From an optimization exercise on the open Yosys and OpenROAD flow, aimed at small area; shortcuts taken in it are not production practice.
In this exercise RTL edits were held to simulation tests only and were not proved equivalent to the original.
Power is estimated from default activity; no workload was simulated.

// twobit_26x18_mesh
module twobit_26x18_mesh #(
  parameter int ROWS   = mesh_pkg::ROWS,
  parameter int COLS   = mesh_pkg::COLS,
  parameter int THRESH = mesh_pkg::THRESH
) (
  input  logic                       clk,
  input  logic                       rst,
  input  logic [2*ROWS*COLS-1:0]     inp,
  output logic [ROWS*COLS-1:0]       out
);
Size: ~3700 cells after synthesis, about 940 flip-flops, ~1400 I/O pins.
export LEC_CHECK = 0
export CAP_MARGIN = 20
export CORE_AREA = 5 5 275 275
export DIE_AREA = 0 0 280 280
export SLEW_MARGIN = 20
export SYNTH_HIERARCHICAL = 1
create_clock -name core_clock -period 4.0 [get_ports {clk}]
standard.sh (not shown) runs the stock make flow with config.mk's settings and CLKGATE_MAP_FILE= SYNTH_SCRIPT=/design/flow/synth_recipe.tcl, a recipe that flattens the netlist after the stock synthesis.
==> flow/flow/run.sh <==
#!/bin/bash
# Own layout flow: the standard ORFS flow, with these changes.
#  1. Synthesis is synth_recipe.tcl unchanged except that ABC maps each module
#     for area with a plain "map -a" (flow/abc_map.script), so the small gate
#     modules of the RTL each become the one cell they describe.
#  2. The port buffers that ORFS inserts are the smallest buffer, buf_1.
#  3. The clock tree uses small clock buffers and no dummy loads.
#  4. IO pins may sit one routing track apart, so the die can be smaller.
# Each tool's full output goes to a log file of its own in this folder.
set -euo pipefail
W=$(pwd)
RES=$W/orfs/results/$FLOW_PLATFORM/twobit_26x18_mesh/base

cat > $W/own_synth.tcl <<EOT
proc abc {args} {
  set i [lsearch -exact \$args -script]
  if {\$i >= 0} { set args [lreplace \$args \$i [expr {\$i + 1}]] }
  set i [lsearch -exact \$args -D]
  if {\$i >= 0} { set args [lreplace \$args \$i [expr {\$i + 1}]] }
  yosys abc -script $W/flow/abc_map.script {*}\$args
}
source $W/synth_recipe.tcl
EOT

MK=(make -C "$FLOW_HOME" DESIGN_CONFIG="$W/config.mk" WORK_HOME="$W/orfs" CLKGATE_MAP_FILE=
    SYNTH_SCRIPT="$W/own_synth.tcl"
    "BUFFER_PORTS_ARGS=-buffer_cell sky130_fd_sc_hd__buf_1"
    "PLACE_PINS_ARGS=-min_distance 1 -min_distance_in_tracks"
    "CTS_ARGS=-sink_clustering_enable -repair_clock_nets -dont_use_dummy_load -buf_list {sky130_fd_sc_hd__clkbuf_16} -sink_clustering_size 36 -sink_clustering_max_diameter 60")

"${MK[@]}" synth > "$W/synth.log" 2>&1
"${MK[@]}" finish > "$W/layout.log" 2>&1

: # left out here: write the final layout as DEF
==> flow/flow/abc_map.script <==
strash
map -a
topo
stime -c
Next try:
--- a/flow/flow/run.sh
+++ b/flow/flow/run.sh
@@ -1,3 +1,3 @@
 #!/bin/bash
-# Own layout flow: the standard ORFS flow, with these changes.
+# Own layout flow: the standard ORFS flow, with two changes.
 #  1. Synthesis is synth_recipe.tcl unchanged except that ABC maps each module
@@ -7,3 +7,2 @@
 #  3. The clock tree uses small clock buffers and no dummy loads.
-#  4. IO pins may sit one routing track apart, so the die can be smaller.
 # Each tool's full output goes to a log file of its own in this folder.
@@ -27,4 +26,3 @@
     "BUFFER_PORTS_ARGS=-buffer_cell sky130_fd_sc_hd__buf_1"
-    "PLACE_PINS_ARGS=-min_distance 1 -min_distance_in_tracks"
-    "CTS_ARGS=-sink_clustering_enable -repair_clock_nets -dont_use_dummy_load -buf_list {sky130_fd_sc_hd__clkbuf_16} -sink_clustering_size 36 -sink_clustering_max_diameter 60")
+    "CTS_ARGS=-sink_clustering_enable -repair_clock_nets -dont_use_dummy_load -buf_list {sky130_fd_sc_hd__clkbuf_8} -sink_clustering_size 16 -sink_clustering_max_diameter 50")
 
CORE_AREA = 5 5 395 395   (was 5 5 275 275)
DIE_AREA = 0 0 400 400   (was 0 0 280 280)
=>
- The changed run went through all stages and came out clean
- synthesized cell count does not change
- core utilization fell by 30 points
- clock power fell by a few percent
- wire length rose by a quarter to a third
- die area rose by well over a third
- count of clock-buffer cells in the layout rose by 44
- non-clock buffer count rose by 8
- final area rose by a few percent
- global-route usage fell by 14 points
Next try:
--- a/flow/flow/run.sh
+++ b/flow/flow/run.sh
@@ -1,3 +1,3 @@
 #!/bin/bash
-# Own layout flow: the standard ORFS flow, with two changes.
+# Own layout flow: the standard ORFS flow, with these changes.
 #  1. Synthesis is synth_recipe.tcl unchanged except that ABC maps each module
@@ -7,2 +7,3 @@
 #  3. The clock tree uses small clock buffers and no dummy loads.
+#  4. IO pins may sit one routing track apart, so the die can be smaller.
 # Each tool's full output goes to a log file of its own in this folder.
@@ -26,2 +27,3 @@
     "BUFFER_PORTS_ARGS=-buffer_cell sky130_fd_sc_hd__buf_1"
+    "PLACE_PINS_ARGS=-min_distance 1 -min_distance_in_tracks"
     "CTS_ARGS=-sink_clustering_enable -repair_clock_nets -dont_use_dummy_load -buf_list {sky130_fd_sc_hd__clkbuf_8} -sink_clustering_size 16 -sink_clustering_max_diameter 50")
CORE_AREA = 5 5 245 245   (was 5 5 395 395)
DIE_AREA = 0 0 250 250   (was 0 0 400 400)
After rerunning: The changed run produced a clean layout. Worst hold slack gains 0.0092 ns. Sequential share of layout area rises by 1.9 points. Sequential power hardly moves. Routed wire length fell by a quarter to a third. Die area decreases by well over a third. Cell area falls by a few percent. Via count came out higher by a few percent. Combinational power went down by roughly a tenth.
Next try:
--- a/flow/flow/run.sh
+++ b/flow/flow/run.sh
@@ -28,3 +28,3 @@
     "PLACE_PINS_ARGS=-min_distance 1 -min_distance_in_tracks"
-    "CTS_ARGS=-sink_clustering_enable -repair_clock_nets -dont_use_dummy_load -buf_list {sky130_fd_sc_hd__clkbuf_8} -sink_clustering_size 16 -sink_clustering_max_diameter 50")
+    "CTS_ARGS=-sink_clustering_enable -repair_clock_nets -dont_use_dummy_load -buf_list {sky130_fd_sc_hd__clkbuf_8} -sink_clustering_size 20 -sink_clustering_max_diameter 50")
 
CORE_AREA = 5 5 275 275   (was 5 5 245 245)
DIE_AREA = 0 0 280 280   (was 0 0 250 250)
Result: Wire length climbs by 0.31%; design area climbs by 1.2%; die area climbs by 25%; first-iteration DRC count drops by 32%; sequential power hardly moves; sequential share of layout area drops by 0.52 points; via count drops by 5.8%.

[separate check: timing with driven ports]
The results above use ideal ports. As a check the final layouts listed here were re-extracted and re-timed, cells and wires unchanged.
Step 1 assumes that a clkbuf_16 drives the clock port and a buf_2 every other input.
Step 2, shift: input delay + t, output delay - t, t = (earliest + latest rising clock arrival at the registers) / 2. This alone moves slack from input paths to output paths.
a / b / c = ideal / step 1 / step 2; a / b = the first two.
| run | t (ns) | slack for setup (ns) | hold WS [ns] | worst setup path after step 2 | clock arrival spread, ns |
|---|---|---|---|---|---|
| the first run | 0.673 | 1.792 / 1.721 / 1.867 | 0.327 / 0.298 / 0.327 | input to register | 0.054 / 0.054 |
| the second run | 0.866 | 1.418 / 1.342 / 0.965 | 0.247 / 0.219 / 0.247 | input to register | 0.181 / 0.182 |
| the third run | 0.736 | 1.611 / 1.551 / 1.559 | 0.257 / 0.218 / 0.320 | input to register | 0.072 / 0.073 |
| the fourth run | 0.757 | 1.691 / 1.625 / 1.866 | 0.211 / 0.171 / 0.328 | input to register | 0.069 / 0.068 |
After both steps setup and hold are still met in every run listed. The setup slack of the second run, which loses most, moves by -0.076 ns with the drivers and by -0.453 ns with both steps.
